From an optimization exercise on the open Yosys and OpenROAD flow, aimed at small area; shortcuts taken in it are not production practice.
Only simulation tests tie the RTL to the original design; equivalence was not proved.
No run shown here takes its clock network from TritonCTS; it comes from the design's own scripts or RTL.
No driver is modelled on the clock port, so clock power and skew are understated where the tree is cut down; a real chip needs a root buffer or a tree.
Power and IR drop assume default switching activity.

==> config.mk <==
export PLATFORM = sky130hd
export DESIGN_NAME = cpu16_backend
export DESIGN_NICKNAME = cpu16_backend
export VERILOG_FILES = /design/flow/design.v
export SDC_FILE = /design/flow/constraint.sdc
export NUM_CORES = 4
export LEC_CHECK = 0
export CAP_MARGIN = 20
export CORE_MARGIN = 2
export CORE_UTILIZATION = 60
export PLACE_DENSITY = 0.75
export SLEW_MARGIN = 20
==> constraint.sdc <==
create_clock -name core_clock -period 5.0 [get_ports {clk}]
set_input_delay 1.0000 -clock core_clock [delete_from_list [all_inputs] [get_ports {clk}]]
set_output_delay 1.0000 -clock core_clock [all_outputs]
set_load 0.01 [all_outputs]
==> design.v <==
package cpu16_pkg;
    localparam int WORD_W    = 16;
    localparam int NUM_REGS  = 8;
    localparam int NUM_LANES = 2;
    localparam int MEM_WORDS = 256;
    localparam int LANE_W    = (NUM_LANES > 1) ? $clog2(NUM_LANES) : 1;
    localparam int REGVAL_W  = NUM_REGS * WORD_W;
    localparam int ISSUE_W   = 16 + 2 * WORD_W + 2;
    localparam int RESULT_W  = 16 + 2 + 2 * WORD_W;
    localparam int RETIRE_W  = 16 + 1 + WORD_W;
    typedef logic [WORD_W-1:0]   word_t;
    typedef logic [15:0]         instr_t;
    typedef logic [2:0]          reg_idx_t;
    typedef logic [7:0]          mem_addr_t;
    typedef logic [LANE_W-1:0]   lane_idx_t;
    typedef logic [REGVAL_W-1:0] regval_t;
    typedef enum logic [3:0] {
        OP_ADD = 4'h0,
        OP_SUB = 4'h1,
        OP_AND = 4'h2,
        OP_OR  = 4'h3,
        OP_XOR = 4'h4,
        OP_SHL = 4'h5,
        OP_LDI = 4'h6,
        OP_LD  = 4'h7,
        OP_NOP = 4'hf
    } opcode_t;
    typedef struct packed {
        instr_t instr;
        word_t  a;
        word_t  b;
        logic   iswb;
        logic   isld;
    } issue_t;
    typedef struct packed {
        instr_t instr;
        logic   iswb;
        logic   isld;
        word_t  aluresult;
        word_t  ldresult;
    } lane_result_t;
    typedef struct packed {
        instr_t instr;
        logic   written;
        word_t  result;
    } retire_t;
    typedef struct packed {
        logic     valid;
        reg_idx_t idx;
        word_t    value;
    } commit_t;
endpackage
`timescale 1ns/100ps
module cpu16_backend
(
    input  logic         clk,
    input  logic         reset,
    input  logic         in_valid,
    output logic         in_ready,
    input  logic [15:0]  in_instr,
    output logic         retire_valid,
    input  logic         retire_ready,
    output logic [32:0]  retire,
    output logic [127:0] regval
);
    logic [127:0] rf;      
    logic [15:0] ins;      
    logic [15:0] acc_n;    
    wire  [15:0] acc = ~acc_n;
    logic [1:0]  ph;       
    logic [3:0]  cnt;      
    logic        c;        
    logic        wb;       
    wire [3:0]  op     = ins[15:12];
    wire        nop    = op[3];
    wire [2:0]  rd     = ins[10:8];
    wire        is_sub = (op[2:0] == 3'd1);
    wire        is_log = (op[2:1] == 2'd1) || (op[2:0] == 3'd4);
    wire        is_shl = (op[2:0] == 3'd5);
    wire        is_ldi = (op[2:0] == 3'd6);
    wire        is_ld  = (op[2:0] == 3'd7);
    wire [2:0]  sel   = (ph == 2'd0) ? ins[10:8] : (ph == 2'd1) ? ins[7:5] : ins[4:2];
    wire        rzero = (ph == 2'd0) && nop;
    logic [15:0] rv;
    always_comb begin
        if (rzero)
            rv = 16'h0000;
        else case (sel)
            3'd0: rv = rf[15:0];
            3'd1: rv = rf[31:16];
            3'd2: rv = rf[47:32];
            3'd3: rv = rf[63:48];
            3'd4: rv = rf[79:64];
            3'd5: rv = rf[95:80];
            3'd6: rv = rf[111:96];
            default: rv = rf[127:112];
        endcase
    end
    wire        rbit = rv[cnt];
    wire [3:0]  k    = rv[3:0];
    wire        ibit = ins[cnt[2:0]];
    wire        last  = (cnt == 4'd15);
    wire        kend  = (cnt == ~k);
    wire        bop  = is_ld ? (ibit && cnt < 4'd5) : rbit;
    wire        bx   = bop ^ is_sub;
    wire        a0   = acc[0];
    wire        sum  = a0 ^ bx ^ c;
    wire        cry  = (a0 & bx) | (a0 & c) | (bx & c);
    wire        is_ao = (op[2:1] == 2'd1);
    logic nb;      
    logic cn;      
    logic fin;     
    always_comb begin
        nb  = 1'b0;
        cn  = c;
        fin = 1'b0;
        case (ph)
            2'd1: begin
                if (nop)
                    nb = 1'b0;
                else if (is_ldi)
                    nb = ibit && !cnt[3];
                else
                    nb = rbit;
                fin = last && (nop || is_ldi);
                cn  = is_sub || (op[2:0] == 3'd3);
            end
            2'd2: begin
                if (is_shl) begin
                    nb = a0 && !c;
                    cn = c || kend;
                end else begin
                    nb = is_ao ? cry : sum;
                    if (!is_log)
                        cn = last ? (acc[8:5] == 4'd0) : cry;
                end
                fin = last && !is_shl && !is_ld;
            end
            default: begin
                if (is_shl) begin
                    nb  = a0;
                    fin = kend;
                end else begin
                    nb  = c && (cnt[3:2] == 2'd0 ? a0 :
                                cnt[3:2] == 2'd1 ? acc[12] : (cnt == 4'd12));
                    fin = last;
                end
            end
        endcase
    end
    wire [15:0] accn = {nb, acc[15:1]};
    assign in_ready = (ph == 2'd0) && !wb && !retire_valid;
    assign retire   = {ins, !nop, rv};
    always_ff @(posedge clk) begin
        if (reset) begin
            ph           <= 2'd0;
            wb           <= 1'b0;
            retire_valid <= 1'b0;
        end else begin
            if (ph == 2'd0) begin
                if (in_valid && in_ready)
                    ph <= 2'd1;
            end else if (fin) begin
                ph <= 2'd0;
            end else if (last) begin
                ph <= ph + 2'd1;
            end
            wb <= ph != 2'd0 && fin;
            if (wb)
                retire_valid <= 1'b1;
            else if (retire_ready)
                retire_valid <= 1'b0;
        end
    end
    always_ff @(posedge clk) begin
        if (in_valid && in_ready)
            ins <= in_instr;
    end
    always_ff @(posedge clk) begin
        if (ph == 2'd0)
            cnt <= 4'd0;
        else
            cnt <= cnt + 4'd1;
        c <= cn;
        acc_n <= ~accn;
    end
    wire        wr = wb && !nop;
    wire [15:0] wd = acc & {16{!reset}};
    always_ff @(posedge clk) begin
        for (int i = 0; i < 8; i++) begin
            if (reset || (wr && sel == 3'(i)))
                rf[i*16 +: 16] <= wd;
        end
    end
    assign regval = rf;
endmodule
==> flow/run.sh <==
#!/bin/bash
# Own layout flow: the standard ORFS flow (standard.sh) with these changes:
#  - synthesis runs flow/synth.tcl, which is synth_recipe.tcl with the final ABC
#    mapping done by the area-oriented script flow/area.abc (no delay target);
#    registers are untouched, so they match the standard synthesis;
#  - every port still gets its own buffer, but a buf_1 rather than the default cell;
#  - the clock tree is built by flow/manual_cts.tcl (run as ORFS's PRE_CTS_TCL
#    hook): one root clock buffer driving leaf clock buffers, each driving a
#    compact cluster of at most about 17 flip-flops (more leaves if the
#    estimated clock-pin slew exceeds 110 ps); ORFS's own
#    clock_tree_synthesis is skipped, the rest of its CTS step runs as usual.
# Each tool's output goes to ORFS's own logs under orfs/logs; make's to flow.log.
set -euo pipefail
W=$PWD
export AREA_ABC_SCRIPT=$W/flow/area.abc
export BUFFER_PORTS_ARGS="-buffer_cell sky130_fd_sc_hd__buf_1"
export PRE_CTS_TCL=$W/flow/manual_cts.tcl
export MCTS_SINKS=17
export MCTS_MAX_SLEW=0.110
export MCTS_LEAF_CELL=sky130_fd_sc_hd__clkbuf_8
export MCTS_ROOT_CELL=sky130_fd_sc_hd__clkbuf_4
sed "s|SYNTH_SCRIPT=[^ ]*|SYNTH_SCRIPT=$W/flow/synth.tcl|" standard.sh > own_standard.sh
bash own_standard.sh finish > flow.log 2>&1
==> flow/area.abc <==
strash
&get -n
&st
&dch -f
&nf -a -R 1000 -C 32
&put
topo
==> flow/manual_cts.tcl <==
# Manual clock tree, run before ORFS's CTS step (PRE_CTS_TCL): the clock port
# drives one root clock buffer, which drives leaf clock buffers; each leaf
# drives a cluster of at most about MCTS_SINKS flip-flops, clustered by
# position (k-means with balanced cluster sizes, four seedings, keeping the
# one with the lowest estimated clock-pin slew).
# ORFS's clock_tree_synthesis is then skipped; the rest of its CTS step
# (legalisation, timing repair) runs as usual.
proc mcts_build {want init} {
  set block [ord::get_db_block]
  set db [ord::get_db]
  set leafm [$db findMaster $::env(MCTS_LEAF_CELL)]
  set rootm [$db findMaster $::env(MCTS_ROOT_CELL)]
  set clk [[$block findBTerm clk] getNet]
  $clk setSigType CLOCK
  set sinks {}
  set xs {}
  set ys {}
  foreach it [$clk getITerms] {
    set inst [$it getInst]
    set box [$inst getBBox]
    lappend sinks $it
    lappend xs [expr {([$box xMin] + [$box xMax]) / 2.0}]
    lappend ys [expr {([$box yMin] + [$box yMax]) / 2.0}]
  }
  set n [llength $sinks]
  set nleaf $want
  set cap [expr {($n + $nleaf - 1) / $nleaf}]
  # k-means, seeded with points spread along one direction: x, y, x+y or x-y
  set keys {}
  for {set i 0} {$i < $n} {incr i} {
    set x [lindex $xs $i]
    set y [lindex $ys $i]
    lappend keys [lindex [list $x $y [expr {$x + $y}] [expr {$x - $y}]] $init]
  }
  set order [lsort -real -indices $keys]
  set cx {}
  set cy {}
  for {set k 0} {$k < $nleaf} {incr k} {
    set i [lindex $order [expr {int(($k + 0.5) * $n / $nleaf)}]]
    lappend cx [lindex $xs $i]
    lappend cy [lindex $ys $i]
  }
  set asg [lrepeat $n 0]
  for {set iter 0} {$iter < 30} {incr iter} {
    # assign each sink to the nearest leaf that still has room, taking the
    # sink-leaf pairs from the closest one up
    set pairs {}
    for {set i 0} {$i < $n} {incr i} {
      for {set k 0} {$k < $nleaf} {incr k} {
        set dx [expr {[lindex $xs $i] - [lindex $cx $k]}]
        set dy [expr {[lindex $ys $i] - [lindex $cy $k]}]
        lappend pairs [list [expr {$dx * $dx + $dy * $dy}] $i $k]
      }
    }
    set room [lrepeat $nleaf $cap]
    set done [lrepeat $n 0]
    foreach p [lsort -real -index 0 $pairs] {
      lassign $p d i k
      if {[lindex $done $i] || [lindex $room $k] == 0} { continue }
      lset asg $i $k
      lset done $i 1
      lset room $k [expr {[lindex $room $k] - 1}]
    }
    set sx [lrepeat $nleaf 0.0]
    set sy [lrepeat $nleaf 0.0]
    set sc [lrepeat $nleaf 0]
    for {set i 0} {$i < $n} {incr i} {
      set k [lindex $asg $i]
      lset sx $k [expr {[lindex $sx $k] + [lindex $xs $i]}]
      lset sy $k [expr {[lindex $sy $k] + [lindex $ys $i]}]
      lset sc $k [expr {[lindex $sc $k] + 1}]
    }
    for {set k 0} {$k < $nleaf} {incr k} {
      if {[lindex $sc $k] > 0} {
        lset cx $k [expr {[lindex $sx $k] / [lindex $sc $k]}]
        lset cy $k [expr {[lindex $sy $k] / [lindex $sc $k]}]
      }
    }
  }
  # root buffer at the centre of the leaves
  set rx 0.0
  set ry 0.0
  for {set k 0} {$k < $nleaf} {incr k} {
    set rx [expr {$rx + [lindex $cx $k] / $nleaf}]
    set ry [expr {$ry + [lindex $cy $k] / $nleaf}]
  }
  set root [odb::dbInst_create $block $rootm clkbuf_mcts_root]
  $root setLocation [expr {int($rx)}] [expr {int($ry)}]
  $root setPlacementStatus PLACED
  set rootnet [odb::dbNet_create $block clknet_mcts_root]
  $rootnet setSigType CLOCK
  [$root findITerm A] connect $clk
  [$root findITerm X] connect $rootnet
  for {set k 0} {$k < $nleaf} {incr k} {
    set leaf [odb::dbInst_create $block $leafm clkbuf_mcts_leaf_$k]
    $leaf setLocation [expr {int([lindex $cx $k])}] [expr {int([lindex $cy $k])}]
    $leaf setPlacementStatus PLACED
    set net [odb::dbNet_create $block clknet_mcts_leaf_$k]
    $net setSigType CLOCK
    [$leaf findITerm A] connect $rootnet
    [$leaf findITerm X] connect $net
    set cnt 0
    for {set i 0} {$i < $n} {incr i} {
      if {[lindex $asg $i] == $k} {
        set it [lindex $sinks $i]
        $it disconnect
        $it connect $net
        incr cnt
      }
    }
    puts "mcts: leaf $k drives $cnt sinks"
  }
  puts "mcts: $n sinks, $nleaf leaves"
}
# worst slew at a flip-flop clock pin, from placement parasitics
proc mcts_worst_slew {} {
  set_propagated_clock [all_clocks]
  estimate_parasitics -placement
  set worst 0
  foreach pin [get_pins -hierarchical */CLK] {
    set s [get_property $pin slew_max]
    if {$s > $worst} { set worst $s }
  }
  return $worst
}
# take the tree apart again: sinks back on the clock net, buffers removed
proc mcts_undo {} {
  set block [ord::get_db_block]
  set clk [[$block findBTerm clk] getNet]
  foreach inst [$block getInsts] {
    if {![string match clkbuf_mcts_* [$inst getName]]} { continue }
    set out [[$inst findITerm X] getNet]
    if {[string match clkbuf_mcts_leaf_* [$inst getName]]} {
      foreach it [$out getITerms] {
        if {[$it getInst] ne $inst} { $it disconnect; $it connect $clk }
      }
    }
  }
  foreach inst [$block getInsts] {
    if {[string match clkbuf_mcts_* [$inst getName]]} {
      set out [[$inst findITerm X] getNet]
      odb::dbInst_destroy $inst
      odb::dbNet_destroy $out
    }
  }
}
# start from the leaf count that keeps clusters within MCTS_SINKS sinks and
# add leaves while the estimated clock-pin slew exceeds MCTS_MAX_SLEW (ns)
set mcts_n [llength [[[[ord::get_db_block] findBTerm clk] getNet] getITerms]]
set mcts_k [expr {($mcts_n + $::env(MCTS_SINKS) - 1) / $::env(MCTS_SINKS)}]
# for each leaf count, try the four seedings and keep the best
while {1} {
  set best_s 1e9
  set best_i 0
  for {set init 0} {$init < 4} {incr init} {
    mcts_build $mcts_k $init
    set mcts_s [mcts_worst_slew]
    puts "mcts: $mcts_k leaves, seeding $init, worst clock-pin slew estimate $mcts_s"
    mcts_undo
    if {$mcts_s < $best_s} { set best_s $mcts_s; set best_i $init }
  }
  if {$best_s <= $::env(MCTS_MAX_SLEW) || $mcts_k >= 40} {
    mcts_build $mcts_k $best_i
    puts "mcts: chose $mcts_k leaves, seeding $best_i, estimate [mcts_worst_slew]"
    break
  }
  incr mcts_k
}
# the tree is built: skip ORFS's own clock tree synthesis
rename clock_tree_synthesis orfs_clock_tree_synthesis
proc clock_tree_synthesis {args} {
  puts "clock_tree_synthesis skipped: manual clock tree"
  set_propagated_clock [all_clocks]
}
==> flow/synth.tcl <==
# The standard flow's synthesis script (synth_recipe.tcl) with one change: the final ABC
# mapping runs an area-oriented script, without a delay target.
proc synth {args} { yosys synth -nofsm -noshare {*}$args }
proc abc {args} {
  set i [lsearch -exact $args -script]
  if {$i >= 0} { set args [lreplace $args [expr {$i + 1}] [expr {$i + 1}] $::env(AREA_ABC_SCRIPT)] }
  set i [lsearch -exact $args -D]
  if {$i >= 0} { set args [lreplace $args $i [expr {$i + 1}]] }
  puts "area abc: $args"
  yosys abc {*}$args
}
source $::env(SCRIPTS_DIR)/synth.tcl
# left out here: clear keep_hierarchy, flatten, clean up, hide names made inside functions, write 1_2_yosys.v
==> standard.sh <==
#!/bin/bash
# synth_recipe.tcl (not shown) runs the flow's synth.tcl, then flattens the netlist and writes it again
# the make line also repeats each setting of config.mk as NAME=value (left out here)
make -C /OpenROAD-flow-scripts/flow DESIGN_CONFIG=/design/flow/config.mk WORK_HOME=/design/flow/orfs CLKGATE_MAP_FILE= SYNTH_SCRIPT=/design/flow/synth_recipe.tcl "${@:-finish}"
==> results of run 1 <==
## Yosys cell counts, types with 3 or more instances
| master | instances |
|---|---|
| sky130_fd_sc_hd__nor2b_1 | 3 |
| sky130_fd_sc_hd__nand3_1 | 8 |
| sky130_fd_sc_hd__nor3_1 | 3 |
| sky130_fd_sc_hd__a311oi_1 | 13 |
| sky130_fd_sc_hd__o21ai_0 | 11 |
| sky130_fd_sc_hd__a221oi_1 | 4 |
| sky130_fd_sc_hd__a21oi_1 | 17 |
| sky130_fd_sc_hd__a31oi_1 | 4 |
| sky130_fd_sc_hd__o211ai_1 | 4 |
| sky130_fd_sc_hd__nand2_1 | 13 |
| sky130_fd_sc_hd__mux2i_1 | 6 |
| sky130_fd_sc_hd__xor2_1 | 3 |
| sky130_fd_sc_hd__dfxtp_1 | 24 |
| sky130_fd_sc_hd__nand2b_1 | 3 |
| sky130_fd_sc_hd__a22oi_1 | 4 |
| sky130_fd_sc_hd__ha_1 | 6 |
| sky130_fd_sc_hd__mux4_2 | 6 |
| sky130_fd_sc_hd__xnor2_1 | 4 |
| sky130_fd_sc_hd__a21o_1 | 9 |
| sky130_fd_sc_hd__edfxtp_1 | 145 |
| sky130_fd_sc_hd__nor2_1 | 48 |
| sky130_fd_sc_hd__a222oi_1 | 28 |
| sky130_fd_sc_hd__clkinv_1 | 12 |
## logic make-up after synthesis
| kind of cell | count (synthesis) | synth area share |
|---|---|---|
| AO/OA/AOI/OAI | 100 | 0.120 |
| multiplexers | 12 | 0.0304 |
| buffers and inverters | 13 | 0.00820 |
| adder cells (fa/ha/maj) | 7 | 0.0148 |
| AND/OR/NAND/NOR | 90 | 0.0628 |
| flip-flops | 169 | 0.754 |
| XOR/XNOR | 7 | 0.00956 |
## final cells by class
class	count	area, um^2	share of cell area
Buffer	11	145	0.0193
Inverter	12	45.0	0.00601
Multi-Input combinational cell	216	1530	0.204
Sequential cell	169	4830	0.645
Tap cell	136	170	0.0227
Timing Repair Buffer	194	773	0.103
## state kept, by name (all words and copies together), names as in the netlist
| register | count |
|---|---|
| rf | 128 |
| acc_n | 16 |
| ins | 16 |
| cnt | 4 |
| ph | 2 |
| c | 1 |
| retire_valid | 1 |
| wb | 1 |
## metrics by stage
stage | cells | setup WS, ps | area, um^2 | power [mW] | utilization
floorplan | 398 | 592 | 6410 | 3.21 | -
global placement | 727 | 532 | 7350 | 3.91 | 0.709
detailed placement | 727 | 210 | 7350 | 3.98 | 0.709
CTS | 738 | 209 | 7490 | 4.53 | 0.723
global route | 738 | 50.5 | 7500 | 4.76 | 0.723
finish | 738 | 309 | 7500 | 4.57 | 0.723
## cells in the final DEF, fill, tap and decap left out, types with 3 or more instances in the layout
master                     instances
sky130_fd_sc_hd__nand2_1          13
sky130_fd_sc_hd__clkbuf_8         10
sky130_fd_sc_hd__buf_1           182
sky130_fd_sc_hd__nor2_1           48
sky130_fd_sc_hd__nand2b_1          3
sky130_fd_sc_hd__a311oi_1         13
sky130_fd_sc_hd__nor3_1            3
sky130_fd_sc_hd__nor2b_1           3
sky130_fd_sc_hd__buf_4            12
sky130_fd_sc_hd__edfxtp_1        145
sky130_fd_sc_hd__nand3_1           8
sky130_fd_sc_hd__xor2_1            3
sky130_fd_sc_hd__a21o_1            9
sky130_fd_sc_hd__o21ai_0          10
sky130_fd_sc_hd__xnor2_1           4
sky130_fd_sc_hd__mux2i_1           6
sky130_fd_sc_hd__clkinv_1         12
sky130_fd_sc_hd__dfxtp_1          24
sky130_fd_sc_hd__a31oi_1           4
sky130_fd_sc_hd__o211ai_1          4
sky130_fd_sc_hd__a21oi_1          16
sky130_fd_sc_hd__ha_1              6
sky130_fd_sc_hd__a221oi_1          4
sky130_fd_sc_hd__mux4_2            6
sky130_fd_sc_hd__a222oi_1         28
sky130_fd_sc_hd__a22oi_1           4
## path summary, 6_finish.rpt
kind,from,end,slack [ps],cells past startpoint
max,ph[0],c,310,20
min,acc_n[15],acc_n[14],360,0
max reg2reg,ph[0],c,310,20
min reg2reg,acc_n[15],acc_n[14],360,0
## power by group
group / internal, mW / switching (mW) / total, mW / leakage [nW]
sequential: 1.92 / 0.234 / 2.16 / 1.67
clock: 0.186 / 0.391 / 0.577 / 0.0765
combinational: 0.638 / 1.20 / 1.84 / 0.791
total: 2.75 / 1.83 / 4.57 / 2.54
## routing by layer
layer,vias to the layer above,share of wire,track usage
met4,0,0.030,0.0962
met3,44,0.10,0.0387
li1,2032,-,-
met2,361,0.49,0.497
met5,-,0,0
met1,2316,0.38,0.419
## worst max-delay path, delay by kind of cell (launching register included)
family / cells / cell delay, ps
XOR/XNOR: 1 / 170
adder cells (fa/ha/maj): 2 / 750
AO/OA/AOI/OAI: 7 / 1350
multiplexers: 2 / 610
AND/OR/NAND/NOR: 4 / 450
flip-flops: 1 / 350
buffers and inverters: 4 / 750
## repair_timing
item | 4_1_cts | 5_1_grt
endpoints found under the hold margin | 0 | 0
gates resized for setup | 0 | 3
endpoints found under the setup margin | 0 | 2
hold buffers | 0 | 0
==> impl_metrics.json, run 1 <==
{
  "setup.worst_path.end_class": "flop",
  "synthArstFlopShare": 0,
  "finalMaxSlewViolations": 0,
  "power.static_leakage_nw": 2.54,
  "worst_skew_pair.late_latency_ps": 550,
  "post_synth_main_area_contributors": "sky130_fd_sc_hd__edfxtp_1, sky130_fd_sc_hd__dfxtp_1, sky130_fd_sc_hd__a222oi_1",
  "synth_enable_flop_cells": 145,
  "gr-total-overflow": 0,
  "design.portCount": 183,
  "max-vdd-ir-drop_mv": 0.334,
  "dr.pass1.iters": 6,
  "synth_area_per_cell_um2": 16.1,
  "grt_max_degree": 29,
  "critical-path-slowest-cell": "sky130_fd_sc_hd__mux4_2",
  "post_route_cells_drive_above_1_share": 0.0515,
  "die_height_um": 107,
  "yosys_most_used_dff": "sky130_fd_sc_hd__edfxtp_1",
  "area_growth_pct": 17.0,
  "cpMostUsedCell": "sky130_fd_sc_hd__clkinv_1",
  "design.final.nets": 631,
  "totalNegativeSetupSlack_ps": 0,
  "chipWidth_um": 107,
  "drt-total-wl_mm": 17.9,
  "worst_setup_start_kind": "flop",
  "initialDrtViolationCount": 721,
  "headroom_to_the_max_slew_limit": 0.332,
  "syn_area_um2": 6410,
  "die_area_um2": 11500,
  "routed_via_density": 6.44,
  "starting_density_of_the_core": 0.618,
  "ys_seq_elements": 169,
  "synth_top_cell_by_area": "sky130_fd_sc_hd__edfxtp_1",
  "post_cts.repair.setup_buffers": 0,
  "coreArea_um2": 10400,
  "rsz0062_at_grt": "false",
  "first_pass_grt_wire_length_mm": 25.8,
  "place.gp.congestion": 0.888,
  "timing_worst_slew_pin_value_ps": 1000,
  "dp_hpwl_mm": 12.2,
  "critical_path.cell_chain": "clkinv_1 > ha_1 > clkinv_1 > o21ai_2 > nand2b_1 > nor2_1 > buf_4 > a222oi_1 > nand3_1 > o211ai_1 > clkinv_1 > mux4_2 > o221ai_1 > mux2i_1 > xor2_1 > fa_1 > nand2_1 > o211ai_1 > o311ai_0 > o21ai_0",
  "detail_route.wl_per_cell_um": 24.3,
  "port-buffer-count": 182,
  "hold_viol": 0,
  "ys_seq_area_frac": 0.754,
  "fmax_ghz": 0.213,
  "timing.final.crit_period_ps": 4690,
  "worst-setup-path-type": "reg -> reg",
  "power_density_nw_per_um2": 610,
  "cp_data_arrival_time_ps": 4990,
  "worstPathRequired_ps": 5300,
  "synthDominantCellAreaShare": 0.679,
  "synth.net_count": 425,
  "yosys_warnings": 1,
  "cts.reportedPaths.clkPinSlew_ps": 110,
  "outcome": "complete, no violations",
  "antenna_cells": 0,
  "crit_fanout": 17,
  "max_cap_violations": 0,
  "number_of_core_rows": 37,
  "num_vias": 4753,
  "min_period_over_period": 0.938,
  "cp_slowest_stage_delay_ps": 490,
  "timing.clock.skew_ps": 15.7,
  "vias_in_the_first_global_route": 4562,
  "antenna_found_initial": 0,
  "grt_usage": 0.300,
  "postSynthCellCount": 398,
  "hold_ws_ps": 364,
  "synth_cell_type_count": 39,
  "hold_path_class": "reg -> reg",
  "route.antenna.remaining_nets": 0,
  "timing.final.setup_violations": 0,
  "num-fill-cells": 707,
  "remaining_drc_errors": 0
}
==> inputs of run 2 (changes only) <==
--- a/config.mk
+++ b/config.mk
@@ -7,6 +7,6 @@
 export LEC_CHECK = 0
 export CAP_MARGIN = 20
 export CORE_MARGIN = 2
-export CORE_UTILIZATION = 60
-export PLACE_DENSITY = 0.75
+export CORE_UTILIZATION = 70
+export PLACE_DENSITY = 0.8
 export SLEW_MARGIN = 20
==> impl_metrics.json, run 2 <==
{
  "outcome": "complete, no violations",
  "max-vdd-ir-drop_mv": 0.400,
  "ys_seq_elements": 169,
  "starting_density_of_the_core": 0.728,
  "synth-simple-area-share": 0.0628,
  "drt-total-wl_mm": 18.3,
  "hold_viol": 0,
  "max_cap_violations": 0,
  "postSynthCellCount": 398,
  "min_period_over_period": 0.957,
  "synthTopCellsByCount": "sky130_fd_sc_hd__edfxtp_1, sky130_fd_sc_hd__nor2_1, sky130_fd_sc_hd__a222oi_1, sky130_fd_sc_hd__dfxtp_1, sky130_fd_sc_hd__a21oi_1",
  "largest_register": "rf",
  "yosys_warnings": 1,
  "cp_slowest_stage_delay_ps": 490,
  "power.static_leakage_nw": 2.55,
  "synth_top_cell_by_area": "sky130_fd_sc_hd__edfxtp_1",
  "cts.reportedPaths.clkPinSlew_ps": 100,
  "num_vias": 4934,
  "synth_cell_type_count": 39,
  "post_synth_main_area_contributors": "sky130_fd_sc_hd__edfxtp_1, sky130_fd_sc_hd__dfxtp_1, sky130_fd_sc_hd__a222oi_1",
  "totalNegativeSetupSlack_ps": 0,
  "timing_worst_slew_pin_value_ps": 1030,
  "coreArea_um2": 8810,
  "worst_setup_start_kind": "flop",
  "worstRegToRegCells": 21,
  "crit_fanout": 14,
  "gr-total-overflow": 0,
  "synth_area_per_cell_um2": 16.1,
  "grt_usage": 0.360,
  "synthArstFlopShare": 0,
  "route.antenna.remaining_nets": 0,
  "timing.final.crit_period_ps": 4790,
  "worstPathRequired_ps": 5470,
  "antenna_found_initial": 0,
  "biggest_registers_after_layout": "rf (128), acc_n (16), ins (16)",
  "chipWidth_um": 99.7,
  "net_sw_frac": 0.402,
  "area_growth_pct": 16.7,
  "seq_power_share": 0.466,
  "hold_path_depth": 0,
  "die_area_um2": 9940,
  "remaining_drc_errors": 0,
  "power_density_nw_per_um2": 620,
  "hold_start": "acc_n[2]",
  "setup.worst_path.end_class": "flop",
  "hold_path_class": "reg -> reg",
  "first_pass_grt_wire_length_mm": 26.9,
  "dp_hpwl_mm": 12.2,
  "timing.clock.skew_ps": 17.1,
  "routed_via_density": 6.93,
  "ys_seq_area_frac": 0.754,
  "worst-setup-path-type": "reg -> reg",
  "fmax_ghz": 0.209,
  "headroom_to_the_max_slew_limit": 0.315,
  "total_switching_power_mw": 1.87,
  "dr.pass1.iters": 7,
  "synth_adder_area_share": 0.0148,
  "die_height_um": 99.7,
  "vias_in_the_first_global_route": 4747,
  "initialDrtViolationCount": 751,
  "synth_xor_xnor_area_share": 0.00956,
  "rsz0062_at_grt": "false",
  "worst_skew_pair.late_latency_ps": 550,
  "grt_max_degree": 29,
  "yosys-mux-area-fraction": 0.0304,
  "largest_reg_flops": 128,
  "synthDominantCellAreaShare": 0.679,
  "detail_route.wl_per_cell_um": 25.7,
  "synth_enable_flop_cells": 145,
  "timing.final.setup_violations": 0,
  "synth-compound-area-share": 0.120,
  "synth_top_family_by_area": "compound AO/OA/AOI/OAI gates",
  "finalMaxSlewViolations": 0,
  "setup.reg_to_reg.worst_slack_ps": 210,
  "cp_data_arrival_time_ps": 5260,
  "design.final.nets": 633,
  "cts-resized-gates": 0,
  "critical-path-slowest-cell": "sky130_fd_sc_hd__a311oi_1",
  "mostFrequentLayoutCell": "sky130_fd_sc_hd__buf_1",
  "number_of_core_rows": 34,
  "post_route_cells_drive_above_1_share": 0.0546,
  "timing.rr.end": "acc_n[15]",
  "design.portCount": 183,
  "layout.cells.most_common_list": "sky130_fd_sc_hd__buf_1, sky130_fd_sc_hd__edfxtp_1, sky130_fd_sc_hd__nor2_1, sky130_fd_sc_hd__a222oi_1, sky130_fd_sc_hd__dfxtp_1",
  "yosys_most_used_dff": "sky130_fd_sc_hd__edfxtp_1",
  "synth.most_common_cell": "sky130_fd_sc_hd__edfxtp_1",
  "part_of_the_power_in_combinational_logic": 0.402,
  "min_to": "acc_n[1]",
  "critical_path.cell_chain": "clkinv_1 > ha_1 > mux2i_1 > nor2_1 > a21oi_2 > or2_0 > nor2_1 > buf_4 > a222oi_1 > a311oi_1 > mux4_2 > o22a_1 > o221ai_1 > mux2i_1 > xor2_1 > fa_1 > mux2i_1 > nand2_1 > nand3_1 > nand3_1 > o21ai_0",
  "place.gp.congestion": 0.905,
  "cpMostUsedCell": "sky130_fd_sc_hd__mux2i_1",
  "post_cts.repair.setup_buffers": 0,
  "synth.net_count": 425,
  "hold_ws_ps": 358,
  "clkPwrFrac": 0.132,
  "antenna_cells": 0,
  "number_of_hold_repair_buffers_added_at_the_cts_stage": 0,
  "port-buffer-count": 182,
  "syn_area_um2": 6410,
  "p_int_mw": 2.77,
  "timing.rr.start": "ph[1]"
}
==> run 2: cell count changes in the layout (fill, tap and decap cells not counted), sizes merged <==
| cell | before | now |
|---|---|---|
| clkbuf | 11 | 12 |
| buf | 194 | 195 |
==> run 2: cell families (layout without fill, tap and decap cells) <==
| group | Yosys count | count (layout) |
|---|---|---|
| AO/OA/AOI/OAI | 100 | 100 |
| XOR/XNOR | 7 | 7 |
| adder cells (fa/ha/maj) | 7 | 7 |
| buffers and inverters | 13 | 219 |
| flip-flops | 169 | 169 |
| multiplexers | 12 | 12 |
| AND/OR/NAND/NOR | 90 | 90 |
==> run 2: layer usage <==
layer | part of all wire | wire length [um] | vias up | global-route usage
met5 | 0 | 0 | - | 0
met4 | 0.038 | 703 | 0 | 0.118
met3 | 0.13 | 2410 | 72 | 0.0562
met1 | 0.34 | 6210 | 2334 | 0.499
met2 | 0.49 | 8970 | 495 | 0.598
li1 | - | - | 2033 | -
==> run 2: worst max path at each step <==
| stage | from | end | slack [ps] | cells after the start |
|---|---|---|---|---|
| 3_3_place_gp | ph[0] | c | 420 | 20 |
| 5_1_grt | ph[0] | acc_n[15] | 50 | 21 |
| 3_5_place_dp | ph[0] | c | 200 | 19 |
| 2_1_floorplan | ph[0] | c | 590 | 19 |
| 4_1_cts | ph[0] | c | 150 | 20 |
| 6_report | ph[1] | acc_n[15] | 210 | 21 |
==> run 2: stage by stage <==
| step | setup slack, ps | power, mW | area (um^2) | std cells | utilization |
|---|---|---|---|---|---|
| 2_1_floorplan | 592 | 3.21 | 6410 | 398 | - |
| 3_3_place_gp | 417 | 3.89 | 7320 | 700 | 0.831 |
| 3_5_place_dp | 199 | 3.97 | 7320 | 700 | 0.831 |
| 4_1_cts | 148 | 4.56 | 7480 | 712 | 0.849 |
| 5_1_grt | 46.6 | 4.81 | 7490 | 712 | 0.850 |
| 6_report | 213 | 4.64 | 7490 | 712 | 0.850 |
==> run 2: power by group through the flow <==
stage / Sequential [mW] / Clock (mW) / Combinational [mW]
after floorplan: 2.21 / 0 / 0.996
after global placement: 2.17 / 0 / 1.73
after detailed placement: 2.18 / 0 / 1.79
after CTS: 2.15 / 0.606 / 1.80
after global routing: 2.19 / 0.650 / 1.97
final: 2.16 / 0.611 / 1.87
==> run 2: final cells by class <==
class | count | area [um^2]
multi-input cells | 216 | 1530
plain buffers | 12 | 159
inverters | 12 | 45.0
well taps | 108 | 135
flip-flops and latches | 169 | 4830
fillers | 443 | 1320
repair buffers | 195 | 781
==> run 2: critical path: cells and delay by family (launching register included) <==
family	cells	cell delay [ps]
AO/OA/AOI/OAI	6	1090
XOR/XNOR	1	190
adder cells (fa/ha/maj)	2	770
buffers and inverters	2	430
flip-flops	1	350
multiplexers	4	860
AND/OR/NAND/NOR	6	1000

## separate check: timing with driven ports
The results above use ideal ports. As a check the final layouts listed here were re-extracted and re-timed, cells and wires unchanged. Step 1: set_driving_cell puts a clkbuf_16 on clk and a buf_2 on each other input, an assumption about the parent block. Step 2 times the ports against the registers' clock, not the clock port: input delays grow and output delays shrink by t, the midpoint of the rising clock arrivals with the driver on. a / b / c = no drivers / after step 1 / after step 2; a / b = the first two.
run | t, ns | setup WS [ns] | hold WS [ns] | worst setup path after step 2
run 1 | 0.582 | 0.309 / 0.309 / 0.309 | 0.364 / 0.364 / 0.364 | register to register
run 2 | 0.580 | 0.213 / 0.213 / 0.213 | 0.358 / 0.358 / 0.358 | register to register
After both steps every run listed still meets setup and hold.
